From an optimization exercise on the open Yosys and OpenROAD flow, aimed at small area, a short achievable clock period and few clock cycles per item; shortcuts taken in it are not production practice.
At most, simulation tests tie the RTL to the original design; equivalence was not proved.

## idct_8x8
module idct_8x8 #(
    parameter int DATA_W      = 16,
    parameter int COEF_FRAC   = 14,
    parameter int LEVEL_SHIFT = 0
) (
    input  logic              clk,
    input  logic              rst_n,
    input  logic              in_valid,
    output logic              in_ready,
    input  logic [DATA_W-1:0] in_data,
    output logic              out_valid,
    input  logic              out_ready,
    output logic [7:0]        out_data,
    output logic              busy,
    output logic              block_done
);
    function automatic logic [5:0] tr6(input logic [5:0] a);
        tr6 = {a[2:0], a[5:3]};
    endfunction
    function automatic logic [7:0] tr8(input logic [7:0] a);
        tr8 = {a[7:6], a[2:0], a[5:3]};
    endfunction
    logic [15:0] r_fh, r_ft;
    logic        r_fhv, r_ftv;
    logic        w_in_hs, w_f_pop;
    logic [2:0]  r_ru_k;
    assign in_ready = ~r_ftv;
    assign w_in_hs  = in_valid & ~r_ftv;
    always_ff @(posedge clk) begin
        if (w_f_pop ? (r_ftv || w_in_hs) : (w_in_hs && !r_fhv))
            r_fh <= r_ftv ? r_ft : in_data;
        if (w_in_hs && (r_ftv || (r_fhv && !w_f_pop)))
            r_ft <= in_data;
    end
    always_ff @(posedge clk or negedge rst_n) begin
        if (!rst_n) begin
            r_fhv  <= 1'b0;
            r_ftv  <= 1'b0;
            r_ru_k <= 3'd0;
        end else begin
            if (w_f_pop) r_ru_k <= r_ru_k + 3'd1;
            r_fhv <= r_ftv || w_in_hs || (r_fhv && !w_f_pop);
            r_ftv <= (r_ftv && !w_f_pop) || (w_in_hs && ((r_fhv && !w_f_pop) || r_ftv));
        end
    end
    logic         w_ru_done;
    logic [127:0] w_ru_res;
    logic         w_ru_ok7;
    assign w_f_pop = r_fhv && (r_ru_k != 3'd7 || w_ru_ok7);
    idct_mac8 u_ru (
        .clk(clk), .rst_n(rst_n),
  ...
export LEC_CHECK = 0
export CAP_MARGIN = 20
export CORE_MARGIN = 2
export CORE_UTILIZATION = 55
export CTS_CLUSTER_DIAMETER = 100
export CTS_CLUSTER_SIZE = 20
export SLEW_MARGIN = 20
create_clock -name core_clock -period 12.0 [get_ports {clk}]
standard.sh (not shown) runs the stock make flow with config.mk's settings and CLKGATE_MAP_FILE= SYNTH_SCRIPT=/design/flow/synth_recipe.tcl, a recipe that flattens the netlist after the stock synthesis.
==> flow/flow/run.sh <==
#!/bin/bash
# Standard ORFS layout at the design's clock and constraints; the timing
# repair after CTS and after global routing is asked to keep extra setup
# slack so that the achieved period shrinks. Tool output goes to flow.log.
set -euo pipefail
bash standard.sh SETUP_SLACK_MARGIN=6.8 finish > flow.log 2>&1
The baseline passed the timing, DRC and antenna checks.
Testbench counts at the start, summed over its fixed seeds: cycles 5,088, items 64.
==> next run, changes <==
--- a/flow/design.v
+++ b/flow/design.v
@@ -51,13 +51,13 @@
         .clk(clk), .rst_n(rst_n),
         .in_v(w_f_pop), .in_x(r_fh), .in_k(r_ru_k),
         .done(w_ru_done), .res(w_ru_res)
     );
     localparam int PH_BW = 12;            
     localparam int PH_BR = PH_BW + 50;    
-    localparam int PH_PW = PH_BR + 11;    
+    localparam int PH_PW = PH_BR + 12;    
     localparam int PH_PR = PH_PW + 50;    
     function automatic int stg(input int base, input int d);
         stg = (base + 7 * (d - 7) + 128) % 64;
     endfunction
     logic [5:0] r_ph;
     logic [15:0] sr [8];
@@ -90,37 +90,45 @@
         end else begin
             if (w_ru_done) sr_cnt <= 4'd8;
             else if (w_b_wr) sr_cnt <= sr_cnt - 4'd1;
             if (w_b_wr) r_wb <= r_wb + 8'd1;
         end
     end
-    logic [15:0] w_bq;
+    logic        r_cv;
+    logic [15:0] r_cx, w_bq;
+    logic [2:0]  r_ck;
     logic [7:0]  w_bd;
     logic        w_b_avail;
     logic        w_cu_ok7;
     assign w_bd      = r_wb - tr8(r_rb);
     assign w_b_avail = (w_bd != 8'd0) && !w_bd[7] && (r_ph - r_rb[5:0] == 6'(PH_BR));
     assign w_b_rd    = w_b_avail && (r_rb[2:0] != 3'd7 || w_cu_ok7);
     assign w_b_rdd   = r_rb[6] ? 4'd7 : 4'd7 + {1'b0, r_rb[5:3]} - {1'b0, r_rb[2:0]};
     always_comb begin
         w_bq = bring[stg(PH_BR, 7)];
         for (int d = 0; d < 15; d++)
             if (w_b_rdd == 4'(d)) w_bq = bring[stg(PH_BR, d)];
     end
+    always_ff @(posedge clk) begin
+        r_cx <= w_bq;
+        r_ck <= r_rb[2:0];
+    end
     always_ff @(posedge clk or negedge rst_n) begin
         if (!rst_n) begin
+            r_cv <= 1'b0;
             r_rb <= 8'd0;
         end else begin
+            r_cv <= w_b_rd;
             if (w_b_rd) r_rb <= r_rb + 8'd1;
         end
     end
     logic         w_cu_done;
     logic [127:0] w_cu_res;
     idct_mac8 #(.PIX(1'b1)) u_cu (
         .clk(clk), .rst_n(rst_n),
-        .in_v(w_b_rd), .in_x(w_bq), .in_k(r_rb[2:0]),
+        .in_v(r_cv), .in_x(r_cx), .in_k(r_ck),
         .done(w_cu_done), .res(w_cu_res)
     );
     logic [7:0] ps [8];
     logic [3:0] ps_cnt;
     logic [7:0] r_wp, r_rp;
     logic       w_p_wr, w_p_rd;
Effect: The new run completed with no timing, DRC or antenna violations. Design area drops by 0.97%. Wire length shrinks by about 2%. Fmax increases by about 11%. Die area stays flat. Core utilization came out lower by 0.64 points.
Testbench counts after the change, summed over its fixed seeds: cycles 5,096, items 64.

========
Another version of the RTL of idct_8x8 (not shown whole).
Size: roughly 12000 cells after synthesis, roughly 2800 flip-flops, roughly 0.13 sq mm of cells after synthesis.
Settings: LEC_CHECK=0, CAP_MARGIN=20, CORE_MARGIN=2, CORE_UTILIZATION=55, CTS_CLUSTER_DIAMETER=100, CTS_CLUSTER_SIZE=20, SLEW_MARGIN=20; clock period 12.0 ns.
Scripts as last shown in full above: flow/flow/run.sh
Edit:
--- a/flow/design.v
+++ b/flow/design.v
@@ -13,72 +13,71 @@
     output logic [7:0]        out_data,
     output logic              busy,
     output logic              block_done
 );
     function automatic logic [5:0] tr6(input logic [5:0] a);
         tr6 = {a[2:0], a[5:3]};
     endfunction
     function automatic logic [7:0] tr8(input logic [7:0] a);
         tr8 = {a[7:6], a[2:0], a[5:3]};
     endfunction
-    logic [15:0] r_fh, r_ft;
-    logic        r_fhv, r_ftv;
-    logic        w_in_hs, w_f_pop;
-    logic [2:0]  r_ru_k;
-    assign in_ready = ~r_ftv;
-    assign w_in_hs  = in_valid & ~r_ftv;
+    logic [15:0] r_x;
+    logic        r_xv, r_rdy;
+    logic [2:0]  r_xk, r_ru_k, w_k_nx;
+    logic        w_in_hs;
+    logic        w_ok7_nx;
+    assign in_ready = r_rdy;
+    assign w_in_hs  = in_valid && r_rdy;
+    assign w_k_nx   = r_ru_k + {2'd0, w_in_hs};
     always_ff @(posedge clk) begin
-        if (w_f_pop ? (r_ftv || w_in_hs) : (w_in_hs && !r_fhv))
-            r_fh <= r_ftv ? r_ft : in_data;
-        if (w_in_hs && (r_ftv || (r_fhv && !w_f_pop)))
-            r_ft <= in_data;
+        r_x  <= in_data;
+        r_xk <= r_ru_k;
     end
     always_ff @(posedge clk or negedge rst_n) begin
         if (!rst_n) begin
-            r_fhv  <= 1'b0;
-            r_ftv  <= 1'b0;
+            r_xv   <= 1'b0;
+            r_rdy  <= 1'b1;
             r_ru_k <= 3'd0;
         end else begin
-            if (w_f_pop) r_ru_k <= r_ru_k + 3'd1;
-            r_fhv <= r_ftv || w_in_hs || (r_fhv && !w_f_pop);
-            r_ftv <= (r_ftv && !w_f_pop) || (w_in_hs && ((r_fhv && !w_f_pop) || r_ftv));
+            r_xv   <= w_in_hs;
+            r_ru_k <= w_k_nx;
+            r_rdy  <= (w_k_nx != 3'd7) || w_ok7_nx;
         end
     end
     logic         w_ru_done;
     logic [127:0] w_ru_res;
-    logic         w_ru_ok7;
-    assign w_f_pop = r_fhv && (r_ru_k != 3'd7 || w_ru_ok7);
     idct_mac8 u_ru (
         .clk(clk), .rst_n(rst_n),
-        .in_v(w_f_pop), .in_x(r_fh), .in_k(r_ru_k),
+        .in_v(r_xv), .in_x(r_x), .in_k(r_xk),
         .done(w_ru_done), .res(w_ru_res)
     );
     localparam int PH_BW = 12;            
     localparam int PH_BR = PH_BW + 50;    
     localparam int PH_PW = PH_BR + 12;    
     localparam int PH_PR = PH_PW + 50;    
     function automatic int stg(input int base, input int d);
         stg = (base + 7 * (d - 7) + 128) % 64;
     endfunction
     logic [5:0] r_ph;
     logic [15:0] sr [8];
     logic [3:0]  sr_cnt;
     logic [7:0]  r_wb, r_rb;
     logic        w_b_wr, w_b_rd;
-    logic [7:0]  w_bfill;
     logic [3:0]  w_b_wd, w_b_rdd;
     logic [15:0] bring [64];
-    logic [7:0]  w_brow;
+    logic [7:0]  w_brow, w_brow_nx;
+    logic [5:0]  w_ph_nx;
     assign w_brow   = r_wb + {4'd0, sr_cnt};
     assign w_b_wr   = (sr_cnt != 4'd0);
-    assign w_bfill  = w_brow - r_rb;
-    assign w_ru_ok7 = (r_ph - w_brow[5:0] == 6'(PH_BW - 4)) && (w_bfill <= 8'd56);
+    assign w_brow_nx = w_brow + (w_ru_done ? 8'd8 : 8'd0);
+    assign w_ok7_nx  = (w_ph_nx - w_brow_nx[5:0] == 6'(PH_BW - 5)) &&
+                       (w_brow_nx - r_rb - {7'd0, w_b_rd} <= 8'd56);
     assign w_b_wd   = r_wb[6] ? 4'd7 + {1'b0, r_wb[5:3]} - {1'b0, r_wb[2:0]} : 4'd7;
     always_ff @(posedge clk) begin
         if (w_ru_done) begin
             for (int i = 0; i < 8; i++) sr[i] <= w_ru_res[16*i +: 16];
         end else begin
             for (int i = 0; i < 7; i++) sr[i] <= sr[i+1];
         end
         for (int q = 0; q < 64; q++) bring[q] <= bring[(q + 63) % 64];
         for (int d = 0; d < 15; d++)
             if (w_b_wr && w_b_wd == 4'(d)) bring[stg(PH_BW + 1, d)] <= sr[0];
@@ -194,28 +193,29 @@
             end
         end
     end
     assign out_valid  = r_ov;
     assign out_data   = r_od;
     assign block_done = out_ready && r_olast;
     logic [9:0] r_pend;
     logic [9:0] w_pend_nx;
     logic       r_busy;
     assign w_pend_nx = r_pend + {9'd0, w_in_hs} - {9'd0, w_out_hs};
+    assign w_ph_nx   = (w_in_hs && r_pend == 10'd0) ? 6'd1 : r_ph + 6'd1;
     always_ff @(posedge clk or negedge rst_n) begin
         if (!rst_n) begin
             r_pend <= 10'd0;
             r_busy <= 1'b0;
             r_ph   <= 6'd0;
         end else begin
             r_pend <= w_pend_nx;
-            r_ph   <= (w_in_hs && r_pend == 10'd0) ? 6'd1 : r_ph + 6'd1;
+            r_ph   <= w_ph_nx;
             r_busy <= (w_pend_nx != 10'd0);
         end
     end
     assign busy = r_busy;
 endmodule
 module idct_mac8 #(
     parameter bit PIX = 1'b0
 ) (
     input  logic               clk,
     input  logic               rst_n,
@@ -373,21 +373,25 @@
     end
 endmodule
 module idct_bka #(
     parameter int W = 32
 ) (
     input  logic [W-1:0] a,
     input  logic [W-1:0] b,
     input  logic         cin,
     output logic [W-1:0] s
 );
-    localparam int TOP = 1 << ($clog2(W) - 1);    
+    function automatic int top_span(input int w);
+        top_span = 1;
+        while (2 * top_span < w) top_span = 2 * top_span;
+    endfunction
+    localparam int TOP = top_span(W);    
     logic [W-1:0] g0, p0;
     logic [W-1:0] gg, pp;
     assign g0 = a & b;
     assign p0 = a ^ b;
     always_comb begin
         gg = g0;
         gg[0] = g0[0] | (p0[0] & cin);
         pp = p0;
         for (int l = 1; l < W; l = l * 2)
             for (int i = 2 * l - 1; i < W; i = i + 2 * l) begin
Result: Register-to-register slack is about the same; worst setup slack improved by 0.015 ns; wire length stays flat; cell count went up slightly; die area stays flat; area after synthesis stays flat; via count went up slightly.
Testbench counts after the change, summed over its fixed seeds: cycles 5,096, items 64.
The RTL of the first run of this note was laid out without a check of its function.

==> what the ideal ports hide <==
How much do the figures lean on ideal ports? The routed layouts below were timed once more, with nothing changed but the port constraints.
Step 1 (the two cells are an assumption about what drives the block):
set clk [get_ports {clk}]
set_driving_cell -lib_cell sky130_fd_sc_hd__clkbuf_16 $clk
set_driving_cell -lib_cell sky130_fd_sc_hd__buf_2 [delete_from_list [all_inputs] $clk]
Step 2 times the ports against the registers' clock, not the clock port: input delays grow and output delays shrink by t, the midpoint of the rising clock arrivals with the driver on.
Three values: ideal ports, drivers, drivers and shift; two values: the first two.
run | t, ns | slack for setup (ns) | clock arrival spread, ns | worst data-port slew with drivers (ns)
the first run of note 1 | 0.928 | 6.268 / 6.268 / 6.077 | 0.094 / 0.094 | 0.05
the second run of note 1 | 0.917 | 6.830 / 6.810 / 6.156 | 0.110 / 0.109 | 0.07
the first run of note 2 | 0.917 | 6.830 / 6.810 / 6.156 | 0.110 / 0.109 | 0.07
the second run of note 2 | 0.944 | 6.845 / 6.822 / 6.342 | 0.095 / 0.095 | 0.04
After both steps setup and hold are still met in every run listed.
